Context: an optimization exercise on an open-source flow, tuned for small area and a short achievable clock period. The choices shown serve that exercise and are no tape-out recipe.
The RTL was checked by simulation tests, not by an equivalence proof against the original design.
Power is estimated from default activity; no workload was simulated.

[design/flow/design.v]
module dda_move_engine #(
  parameter int          NUM_AXES     = 2,
  parameter int          BUFFER_DEPTH = 4,
  parameter int          DUR_WIDTH    = 64,
  parameter int          ACC_WIDTH    = 64,
  parameter int          DIV_WIDTH    = 24,
  parameter logic [63:0] THRESHOLD    = 64'h7fffffffffffff9b,
  parameter int          STEP_HOLD    = 8
) (
  input  logic                            clk,
  input  logic                            resetn,
  input  logic [DIV_WIDTH-1:0]            clock_divisor,
  input  logic                            wr_valid,
  output logic                            wr_ready,
  input  logic [DUR_WIDTH-1:0]            wr_duration,
  input  logic [NUM_AXES-1:0]             wr_dir,
  input  logic [NUM_AXES*ACC_WIDTH-1:0]   wr_increment,
  input  logic [NUM_AXES*ACC_WIDTH-1:0]   wr_incinc,
  input  logic                            abort,
  output logic [NUM_AXES-1:0]             step,
  output logic [NUM_AXES-1:0]             dir,
  output logic                            busy,
  output logic                            move_done,
  output logic [$clog2(BUFFER_DEPTH):0]   buffer_count
);
  localparam int PTR_W  = $clog2(BUFFER_DEPTH);
  localparam int CNT_W  = PTR_W + 1;
  localparam int HOLD_W = $clog2(STEP_HOLD + 1);
  localparam logic [ACC_WIDTH-1:0] THR = THRESHOLD[ACC_WIDTH-1:0];
  typedef enum logic [1:0] {S_IDLE, S_LOAD, S_RUN} state_t;
  state_t state;
  logic [DUR_WIDTH-1:0]          mem_dur    [BUFFER_DEPTH];
  logic [NUM_AXES-1:0]           mem_dir    [BUFFER_DEPTH];
  logic [NUM_AXES*ACC_WIDTH-1:0] mem_inc    [BUFFER_DEPTH];
  logic [NUM_AXES*ACC_WIDTH-1:0] mem_incinc [BUFFER_DEPTH];
  logic [PTR_W-1:0]              rd_ptr, wr_ptr;
  logic [DUR_WIDTH-1:0]          cur_dur, tickdown;
  logic [NUM_AXES-1:0]           cur_dir;
  logic [NUM_AXES*ACC_WIDTH-1:0] cur_inc, cur_incinc;
  logic [DIV_WIDTH-1:0]          div_r, clkcnt;
  logic                          first;
  logic [ACC_WIDTH-1:0]          inc_r   [NUM_AXES];
  logic [ACC_WIDTH-1:0]          acc     [NUM_AXES];
  logic [ACC_WIDTH-1:0]          inc_nx  [NUM_AXES];
  logic [ACC_WIDTH-1:0]          acc_sum [NUM_AXES];
  logic [HOLD_W-1:0]             hcnt    [NUM_AXES];
  logic [NUM_AXES-1:0]           pend, fire;
  logic                          push, pop, tick;
  assign wr_ready = (buffer_count < CNT_W'(BUFFER_DEPTH)) && !abort;
  assign push     = wr_valid && wr_ready;
  assign pop      = (state == S_IDLE) && (buffer_count != '0);
  assign tick     = (state == S_RUN) && ((clkcnt + DIV_WIDTH'(1)) == div_r);
  assign busy     = (state != S_IDLE);
  always_comb begin
    fire = '0;
    for (int a = 0; a < NUM_AXES; a++) begin
      inc_nx[a]  = first ? inc_r[a] : inc_r[a] + cur_incinc[a*ACC_WIDTH +: ACC_WIDTH];
      acc_sum[a] = acc[a] + inc_nx[a];
      fire[a]    = tick && !acc_sum[a][ACC_WIDTH-1] && (acc_sum[a] != '0);
    end
  end
  always_ff @(posedge clk) begin
    if (push) begin
      mem_dur[wr_ptr]    <= wr_duration;
      mem_dir[wr_ptr]    <= wr_dir;
      mem_inc[wr_ptr]    <= wr_increment;
      mem_incinc[wr_ptr] <= wr_incinc;
    end
  end
  always_ff @(posedge clk or negedge resetn) begin
    if (!resetn) begin
      state        <= S_IDLE;
      rd_ptr       <= '0;
      wr_ptr       <= '0;
      buffer_count <= '0;
      move_done    <= 1'b0;
      dir          <= '0;
      step         <= '0;
      pend         <= '0;
      tickdown     <= '0;
      div_r        <= DIV_WIDTH'(1);
      clkcnt       <= '0;
      first        <= 1'b0;
      cur_dur      <= '0;
      cur_dir      <= '0;
      cur_inc      <= '0;
      cur_incinc   <= '0;
      for (int a = 0; a < NUM_AXES; a++) begin
        acc[a]   <= '0;
        inc_r[a] <= '0;
        hcnt[a]  <= '0;
      end
    end else if (abort) begin
      state        <= S_IDLE;
      rd_ptr       <= '0;
      wr_ptr       <= '0;
      buffer_count <= '0;
      move_done    <= 1'b0;
      step         <= '0;
      pend         <= '0;
      for (int a = 0; a < NUM_AXES; a++) begin
        acc[a]  <= '0;
        hcnt[a] <= '0;
      end
    end else begin
      move_done <= 1'b0;
      if (push) wr_ptr <= wr_ptr + 1'b1;
      if (pop)  rd_ptr <= rd_ptr + 1'b1;
      if (push && !pop)      buffer_count <= buffer_count + 1'b1;
      else if (pop && !push) buffer_count <= buffer_count - 1'b1;
      for (int a = 0; a < NUM_AXES; a++) begin
        if (fire[a]) begin
          if (step[a] || pend[a]) begin
            step[a] <= 1'b0;
            pend[a] <= 1'b1;
          end else begin
            step[a] <= 1'b1;
            hcnt[a] <= HOLD_W'(STEP_HOLD);
          end
        end else if (pend[a]) begin
          pend[a] <= 1'b0;
          step[a] <= 1'b1;
          hcnt[a] <= HOLD_W'(STEP_HOLD);
        end else if (step[a]) begin
          if (hcnt[a] == HOLD_W'(1)) step[a] <= 1'b0;
          hcnt[a] <= hcnt[a] - 1'b1;
        end
      end
      case (state)
        S_IDLE: begin
          if (pop) begin
            cur_dur    <= mem_dur[rd_ptr];
            cur_dir    <= mem_dir[rd_ptr];
            cur_inc    <= mem_inc[rd_ptr];
            cur_incinc <= mem_incinc[rd_ptr];
            state      <= S_LOAD;
          end
        end
        S_LOAD: begin
          tickdown <= cur_dur;
          div_r    <= (clock_divisor == '0) ? DIV_WIDTH'(1) : clock_divisor;
          dir      <= cur_dir;
          first    <= 1'b1;
          clkcnt   <= '0;
          for (int a = 0; a < NUM_AXES; a++) inc_r[a] <= cur_inc[a*ACC_WIDTH +: ACC_WIDTH];
          if (cur_dur == '0) begin
            move_done <= 1'b1;
            state     <= S_IDLE;
          end else begin
            state <= S_RUN;
          end
        end
        S_RUN: begin
          clkcnt <= tick ? '0 : clkcnt + 1'b1;
          if (tick) begin
            first    <= 1'b0;
            tickdown <= tickdown - 1'b1;
            for (int a = 0; a < NUM_AXES; a++) begin
              inc_r[a] <= inc_nx[a];
              acc[a]   <= fire[a] ? acc_sum[a] - THR : acc_sum[a];
            end
            if (tickdown == DUR_WIDTH'(1)) begin
              move_done <= 1'b1;
              state     <= S_IDLE;
            end
          end
        end
        default: state <= S_IDLE;
      endcase
    end
  end
endmodule
[design/flow/run.sh]
#!/bin/bash
# synth_recipe.tcl (not shown) runs the flow's synth.tcl, then flattens the netlist and writes it again
# the make line also repeats each setting of config.mk as NAME=value (left out here)
make -C /OpenROAD-flow-scripts/flow DESIGN_CONFIG=/design/flow/config.mk WORK_HOME=/design/flow/orfs CLKGATE_MAP_FILE= SYNTH_SCRIPT=/design/flow/synth_recipe.tcl finish
[design/flow/config.mk]
export PLATFORM = sky130hd
export DESIGN_NAME = dda_move_engine
export DESIGN_NICKNAME = dda_move_engine
export VERILOG_FILES = /design/flow/design.v
export SDC_FILE = /design/flow/constraint.sdc
export NUM_CORES = 4
export LEC_CHECK = 0
export CAP_MARGIN = 20
export CORE_MARGIN = 2
export CORE_UTILIZATION = 40
export SLEW_MARGIN = 20
[design/flow/constraint.sdc]
create_clock -name core_clock -period 10.0 [get_ports {clk}]
set_input_delay 2.0000 -clock core_clock [delete_from_list [all_inputs] [get_ports {clk}]]
set_output_delay 2.0000 -clock core_clock [all_outputs]
set_load 0.01 [all_outputs]
==> results.txt <==
[flip-flops by register name (all words and copies together) (netlist names), 2 cells and up]
name / count
mem_dur: 256
div_r: 24
acc: 128
inc_r: 128
cur_dir: 2
state: 2
clkcnt: 24
rd_ptr: 2
hcnt: 8
step: 2
dir: 2
cur_incinc: 128
mem_dir: 8
buffer_count: 3
mem_inc: 512
pend: 2
tickdown: 64
wr_ptr: 2
cur_inc: 128
mem_incinc: 512
cur_dur: 64
[cells in the final DEF, fill, tap and decap left out, types with 50 or more instances in the layout]
| master | n |
|---|---|
| xnor2_1 | 211 |
| nor3_1 | 128 |
| or3_1 | 50 |
| clkbuf_16 | 219 |
| xor2_1 | 134 |
| nand2_1 | 584 |
| and2_1 | 55 |
| nor4_1 | 87 |
| inv_1 | 119 |
| a21o_1 | 144 |
| o22ai_1 | 53 |
| ha_1 | 275 |
| dfrtp_1 | 711 |
| o21ai_0 | 532 |
| o21bai_1 | 60 |
| edfxtp_1 | 1288 |
| nand3_1 | 181 |
| clkdlybuf4s50_1 | 357 |
| buf_4 | 57 |
| and3_1 | 72 |
| mux2i_1 | 120 |
| nand4_1 | 94 |
| mux4_2 | 322 |
| mux2_2 | 353 |
| a211oi_1 | 142 |
| a21oi_1 | 393 |
| nor2_1 | 436 |
[layer usage]
| layer | vias up | GRT usage |
|---|---|---|
| met3 | 374 | 0.0317 |
| met2 | 1563 | 0.343 |
| met4 | 28 | 0.0582 |
| li1 | 29700 | - |
| met1 | 32300 | 0.287 |
| met5 | - | 0 |
[power by group through the flow]
stage / Clock (uW) / Sequential [uW] / Combinational (uW)
final: 8140 / 11500 / 11900
after floorplan: 0 / 11200 / 8870
after CTS: 8340 / 11500 / 11900
after detailed placement: 0 / 11700 / 11800
after global placement: 0 / 11600 / 11700
after global routing: 8670 / 11700 / 13100
[path summary, 6_finish.rpt]
kind	to	slack (ns)	cells after the start
max	acc[0][62]	0.62	30
min	inc_r[0][28]	0.50	2
max reg2reg	acc[0][62]	0.62	30
min reg2reg	inc_r[0][28]	0.50	2
max in group asynchronous	inc_r[1][40]	6.87	3
min in group asynchronous	inc_r[0][13]	1.16	1
[cell usage after synthesis, types with 134 or more instances]
cell type / number
mux4_2: 322
ha_1: 276
xor2_1: 134
dfrtp_1: 714
a21oi_1: 393
nand3_1: 181
o21ai_0: 532
mux2_2: 353
a21o_1: 144
nor2_1: 442
edfxtp_1: 1288
a211oi_1: 142
clkbuf_1: 316
nand2_1: 586
xnor2_1: 211
[per-stage QoR]
stage          std cells   util
6_report           11300  0.462
5_1_grt            11300  0.462
4_1_cts            11200  0.462
3_5_place_dp       10800  0.432
3_3_place_gp       10800  0.432
2_1_floorplan       7558      -
[layout make-up]
| cell class | instances | share of cell area |
|---|---|---|
| clock inverters | 133 | 0.0136 |
| inverters | 123 | 0.00411 |
| repair buffers | 440 | 0.0401 |
| clock buffers | 276 | 0.0520 |
| multi-input cells | 5062 | 0.350 |
| well taps | 3202 | 0.0357 |
| flip-flops and latches | 2003 | 0.504 |
| diodes | 18 | 0.000401 |
[cell families after synthesis]
| logic type | after synthesis | synth area share |
|---|---|---|
| buffers and inverters | 493 | 0.0192 |
| xor gates and xnor gates | 348 | 0.0315 |
| DFF | 2003 | 0.579 |
| and+or+nand+nor | 1932 | 0.0969 |
| adders and majority gates | 281 | 0.0364 |
| AOI/OAI and AO/OA | 1706 | 0.110 |
| muxes | 795 | 0.127 |
[timing repair]
item	4_1_cts	5_1_grt
resized for setup	0	1
setup endpoints to repair	0	3
hold buffers	0	0
[critical path: cells and delay by family, from the launching register on]
kind,cells,cell delay (ns)
AOI/OAI and AO/OA,14,4.20
xor gates and xnor gates,2,0.39
adders and majority gates,2,0.84
DFF,1,0.38
and+or+nand+nor,12,3.46
==> run_results.csv <==
group,metric,value,unit
detailed_routing,drt_iter0_markers,5044,
yosys,synth_nets,8189,
timing,rsz0062_at_grt,"false",
cts,cts_buffers,214,
die,initial_utilization,0.402,
pwr,swShare,0.362,
pwr,p_clk_frac,0.258,
timing,finClkSkew,0.0951,ns
critical_path,path_class,"reg -> reg",
detailed_routing,viasPerCell,5.69,
pwr,p_comb_frac,0.377,
detailed_routing,top_layer,"met5",
yosys,synth_edf_count,1288,
place,dpl_cell_area,105000,sq um
timing,finalMaxSlewViolations,0,
final_layout,syn2layout_area_growth,15.0,%
timing,setup_slack,0.624,ns
cts,clockRootBuffer,"clkbuf_16",
critical_path,max_stage_delay,0.86,ns
hold_path,hp-class,"reg -> reg",
yosys,synth_area,97700,sq um
timing,hold_viol,0,
pwr,total_power,31500,uW
critical_path,worstPathRequired,10.76,ns
critical_path,worst-path-max-fanout,10,
timing,finalCriticalPeriod,9.38,ns
yosys,async_flop_share,0.357,
die,rows,181,
final_layout,regArea,56600,sq um
detailed_routing,drc,0,
yosys,synthDominantCellAreaShare,0.396,
critical_path,r2r-start,"cur_incinc[7]",
cts,clockBufferDepth,3,
pwr,pwr-share-seq,0.365,
die,fp.dieH,498,microns
timing,period_share,0.938,
detailed_routing,wl_met3,12400,microns
detailed_routing,wl_per_cell,23.3,microns
die,coreArea,243000,sq um
yosys,ys_seq_area_frac,0.579,
timing,tns,0,ns
timing,tightest_slew,1.17,ns
cts,cts_num_sinks,2003,
pwr,p_per_area,281,nW/um^2
place,dp_hpwl,180000,microns
grt,grt_pass1_wl,402000,microns
detailed_routing,ant_nets,0,
die,die_area,248000,sq um
grt,groute.usage.overall,0.208,
yosys,synth_flop_cell,"edfxtp_1",
hold_path,min_from,"inc_r[0][28]",
critical_path,crit_path_start,"cur_incinc[7]",
pwr,p_switching,11400,uW
detailed_routing,wl_met1,116000,microns
yosys,synthTopCellsByArea,"edfxtp_1 (40%), dfrtp_1 (18%), mux4_2 (7.4%), mux2_2 (4.1%), ha_1 (3.5%)",
yosys,synth-seq-cells,2003,
place,place_worst_setup_slack,0.659,ns
grt,antenna_found_initial,46,
pwr,cellInternalPower,20100,uW
yosys,yosysTopAreaCell,"edfxtp_1",
timing,max_freq,107,MHz
critical_path,cp.arrival,10.14,ns
grt,gr-total-overflow,0,
place,gp_congestion,0.904,
detailed_routing,dr_wl_met2,127000,microns
yosys,synthDistinctLibCells,103,
cts,cts.clk_slew.worst_paths,0.06,ns
cts,cts_tree,"built",
critical_path,setup.worst_path.start_class,"register",
yosys,synth_cells,7558,
place,io_buffers,359,
timing,holdWs,0.501,ns
yosys,synth-warning-count,6,
pwr,power_leakage,0.0402,uW
die,io_pins,360,
cts,insertion_delay,0.90,ns
final_layout,final_cell_area,112000,sq um
timing,slew_headroom,0.201,
critical_path,cpMaxStageDelayCell,"a2111oi_0",
grt,first_global_vias,64100,
cts,h-tree-depth,4,
final_layout,layout-drive-gt1-share,0.148,
run,cap_violations,0,
final_layout,multi_input_area,39300,sq um
timing,setup_viol,0,
pwr,irDropWorstVdd,0.000187,V
critical_path,critPathCaptureType,"register",
final_layout,n_fill_cell,21600,
cts,post-cts-setup-buffers,0,
grt,grt_max_degree,135,
status,status,"timing/DRC/antenna clean",
detailed_routing,num_vias,64000,
yosys,avgSynthCellArea,12.9,sq um
detailed_routing,firstDrtPassIters,6,
die,fp.dieW,498,microns
detailed_routing,wl,262000,microns
final_layout,nets,8475,

-- port drivers added, routing unchanged --
No port has a modelled driver above. Below, the same layout with a new extraction and two added sets of constraints. Step 1 assumes that a clkbuf_16 drives the clock port and a buf_2 every other input. Step 2 also shifts input and output timing later by t, the mid clock arrival at the registers, as if the neighbouring blocks saw the same clock. a / b / c = ideal ports / drivers / drivers and shift; a / b = the first two.
shift t [ns]: 0.947
slack for setup (ns): 0.624 / 0.624 / 0.624
pins driven straight from the clock port: 1
After both steps this run still meets setup and hold. The setup slack of this run moves by 0.000 ns with the drivers and by 0.000 ns with both steps.
